This is an optimization exercise on Yosys and OpenROAD, whose aim is small area and a short achievable clock period, not a production implementation.

## run X
Design cpu_bus_tracer, start of the top module:
module cpu_bus_tracer #(
  parameter int unsigned ADDR_W    = 16,
  parameter int unsigned DATA_W    = 8,
  parameter int unsigned DEPTH     = 64,
  parameter int unsigned POST_TRIG = 16,
  parameter int unsigned WDOG_W    = 20
) (
  input  logic                       clk_i,
  input  logic                       rst_i,
  input  logic [ADDR_W-1:0]          bus_a_i,
  input  logic [DATA_W-1:0]          bus_din_i,
  input  logic [DATA_W-1:0]          bus_dout_i,
  input  logic                       bus_rd_i,
  input  logic                       bus_wr_i,
  input  logic                       bus_done_i,
  input  logic                       bus_fault_i,
  input  logic                       tr_ready_i,
  output logic                       tr_valid_o,
  output logic [ADDR_W+DATA_W:0]     tr_data_o,
  input  logic                       arm_i,
  input  logic [ADDR_W-1:0]          trig_addr_i,
  input  logic [ADDR_W-1:0]          trig_mask_i,
  input  logic [WDOG_W-1:0]          wdog_limit_i,
  output logic [1:0]                 state_o,
  output logic [2:0]                 cause_o,
  output logic [$clog2(DEPTH+1)-1:0] count_o,
  output logic                       wrapped_o
);
  localparam int unsigned PtrW = $clog2(DEPTH);
  localparam int unsigned CntW = $clog2(DEPTH + 1);
  localparam int unsigned EntW = 1 + ADDR_W + DATA_W;
  localparam logic [2:0] CauseNone  = 3'd0;
  localparam logic [2:0] CauseAddr  = 3'd1;
  localparam logic [2:0] CauseFault = 3'd2;
  localparam logic [2:0] CauseWdog  = 3'd3;
  localparam logic [2:0] CauseDone  = 3'd4;
  localparam logic [1:0] StIdle    = 2'd0;
  localparam logic [1:0] StArmed   = 2'd1;
  localparam logic [1:0] StPost    = 2'd2;
  localparam logic [1:0] StStopped = 2'd3;
  logic [1:0]          state_q, state_d;
  logic [2:0]          cause_q, cause_d;
  logic [CntW-1:0]     count_q, count_d;
  logic                wrapped_q, wrapped_d;
  logic [PtrW-1:0]     post_q, post_d;
  logic [WDOG_W-1:0]   wdog1_q, wdog1_d;   
  logic                rd_prev_q, wr_prev_q, fault_prev_q;
  logic                rd_pend_q, skid_vld_q;
  logic [ADDR_W-1:0]   addr_q;
  ...
Size: about 3700 cells after synthesis, roughly 1800 flip-flops, roughly 65000 um^2 of cells after synthesis.
Settings: LEC_CHECK=0, CAP_MARGIN=20, CORE_MARGIN=2, CORE_UTILIZATION=55, CTS_CLUSTER_DIAMETER=70, CTS_CLUSTER_SIZE=24, SETUP_SLACK_MARGIN=3.3, SLEW_MARGIN=20; clock period 6.0 ns.
standard.sh (not shown) runs the stock make flow with config.mk's settings and CLKGATE_MAP_FILE= SYNTH_SCRIPT=/design/flow/synth_recipe.tcl, a recipe that flattens the netlist after the stock synthesis.
==> flow/flow/run.sh <==
#!/bin/bash
# The standard layout flow (standard.sh, unchanged synthesis), except that the port
# buffers are plain buf_4 cells instead of the default delay-buffer cell.
set -euo pipefail
export BUFFER_PORTS_ARGS="-buffer_cell sky130_fd_sc_hd__buf_4"
bash standard.sh finish > standard.log 2>&1
Inputs modified between run X and run R:
diff --git a/flow/design.v b/flow/design.v
--- a/flow/design.v
+++ b/flow/design.v
@@ -52,13 +52,13 @@
   logic [EntW-1:0]     out_q, out_d;
   logic [EntW-1:0]     mem_q [0:DEPTH-1];
   logic                wr_edge, rd_edge_raw, rd_edge, any_edge, fault_edge;
   logic                capturing, stopped, cap_ok, commit, addr_match, pop, wdog_hit;
   logic                full, empty;
   logic [EntW-1:0]     commit_entry, rd_mem, oldest;
-  logic [DEPTH-1:0]    sel_q, sel_d;   
+  logic [PtrW-1:0]     idx_q, idx_d;
   assign wr_edge     = bus_wr_i & ~wr_prev_q;
   assign rd_edge_raw = bus_rd_i & ~rd_prev_q;
   assign rd_edge     = rd_edge_raw & ~wr_edge;
   assign any_edge    = wr_edge | rd_edge_raw;
   assign fault_edge  = bus_fault_i & ~fault_prev_q;
   assign capturing   = state_q[0] ^ state_q[1];
@@ -74,16 +74,21 @@
   end
   logic match_q, match_in;
   assign match_q     = (((addr_q ^ trig_addr_i) & trig_mask_i) == '0);
   assign match_in    = (((bus_a_i ^ trig_addr_i) & trig_mask_i) == '0);
   assign addr_match  = (trig_mask_i != '0) && ((rd_pend_q | skid_vld_q) ? match_q : match_in);
   assign pop         = valid_q & tr_ready_i;
-  always_comb begin
+  logic [DEPTH:0]      idx_hot;
+  logic [DEPTH-1:0]    rd_sel;
+  always_comb begin
+    for (int i = 0; i < DEPTH; i++) idx_hot[i] = (idx_q == PtrW'(i));
+    idx_hot[DEPTH] = 1'b0;
+    for (int i = 0; i < DEPTH; i++) rd_sel[i] = stopped ? idx_hot[i+1] : idx_hot[i];
     rd_mem = '0;
     for (int i = 0; i < DEPTH; i++) begin
-      if (sel_q[i]) rd_mem = rd_mem | mem_q[i];
+      if (rd_sel[i]) rd_mem = rd_mem | mem_q[i];
     end
   end
   always_comb begin
     if (stopped)                oldest = rd_mem;
     else if (empty)             oldest = commit_entry;
     else if (full && commit)    oldest = mem_q[DEPTH-2];
@@ -132,23 +137,16 @@
           state_d = StStopped;
         end
       end
     end
   end
   assign valid_d = (state_d == StStopped) && (count_d != '0);
-  logic stop_d, up1, dn1;
-  assign stop_d = (state_d == StStopped);
-  assign up1    = commit && !full && !stop_d;
-  assign dn1    = pop || (stop_d && !stopped && !(commit && !full));
-  always_comb begin
-    if (arm_i) begin
-      sel_d = '0;
-      sel_d[DEPTH-1] = 1'b1;
-    end else if (up1) sel_d = {sel_q[DEPTH-2:0], sel_q[DEPTH-1]};
-    else if (dn1)     sel_d = {sel_q[0], sel_q[DEPTH-1:1]};
-    else              sel_d = sel_q;
+  always_comb begin
+    if (commit && !full) idx_d = PtrW'(count_q);
+    else if (pop)        idx_d = PtrW'(count_q - CntW'(2));
+    else                 idx_d = PtrW'(count_q - CntW'(1));
   end
   always_comb begin
     if (!valid_d)               out_d = '0;
     else if (valid_q && !pop)   out_d = out_q;
     else                        out_d = oldest;
   end
@@ -179,13 +177,13 @@
       fault_prev_q <= bus_fault_i;
       rd_pend_q    <= cap_ok & rd_edge;
       skid_vld_q   <= cap_ok & wr_edge & rd_pend_q;
       valid_q      <= valid_d;
       out_q        <= out_d;
     end
-    sel_q <= sel_d;
+    idx_q <= idx_d;
   end
   always_ff @(posedge clk_i) begin
     addr_q <= bus_a_i;
     dout_q <= bus_dout_i;
   end
   always_ff @(posedge clk_i) begin
Results
There was hardly any difference in effective utilization at floorplan between run R and run X.
Sort run R and run X by wire length desc -> top: run R
What run X reported for wire length of the first global-routing pass has to be multiplied by 1.17 to get the figure for run R.
Of run R and run X, it is run R that has the higher met3 track demand over resource in global routing.
Clock-cell share of area for run R is lower than for run X.
The compound-cell area share of the yosys netlist number comes out higher for run X vs run R.
No functional check of the RTL was part of any run of this note.

[static timing again, ports no longer ideal]
Ports are ideal in the flow. The routed layouts listed here were re-timed in OpenROAD. Step 1 assumes that a clkbuf_16 drives the clock port and a buf_2 every other input. Step 2 adds t to the input delays and takes it off the output delays; t is the mean of the earliest and latest rising clock arrival at the registers after step 1. Input paths then give back, and output paths get back, about the clock's delay inside the block. Slacks: no drivers / after step 1 / after step 2; pairs: no drivers / after step 1.
| run | shift t [ns] | slack for setup (ns) | worst hold slack (ns) | worst register clock-pin slew, ns | cell pins on the clock port's net |
|---|---|---|---|---|---|
| run X | 0.795 | 2.760 / 2.771 / 2.012 | 0.441 / 0.441 / 0.441 | 0.11 / 0.11 | 1 |
| run R | 0.824 | 2.762 / 2.762 / 2.265 | 0.432 / 0.432 / 0.432 | 0.10 / 0.10 | 1 |
After both steps setup and hold are still met in every run listed. For run X, which loses most, drivers alone change the setup slack by +0.011 ns; drivers and shift together by -0.748 ns.
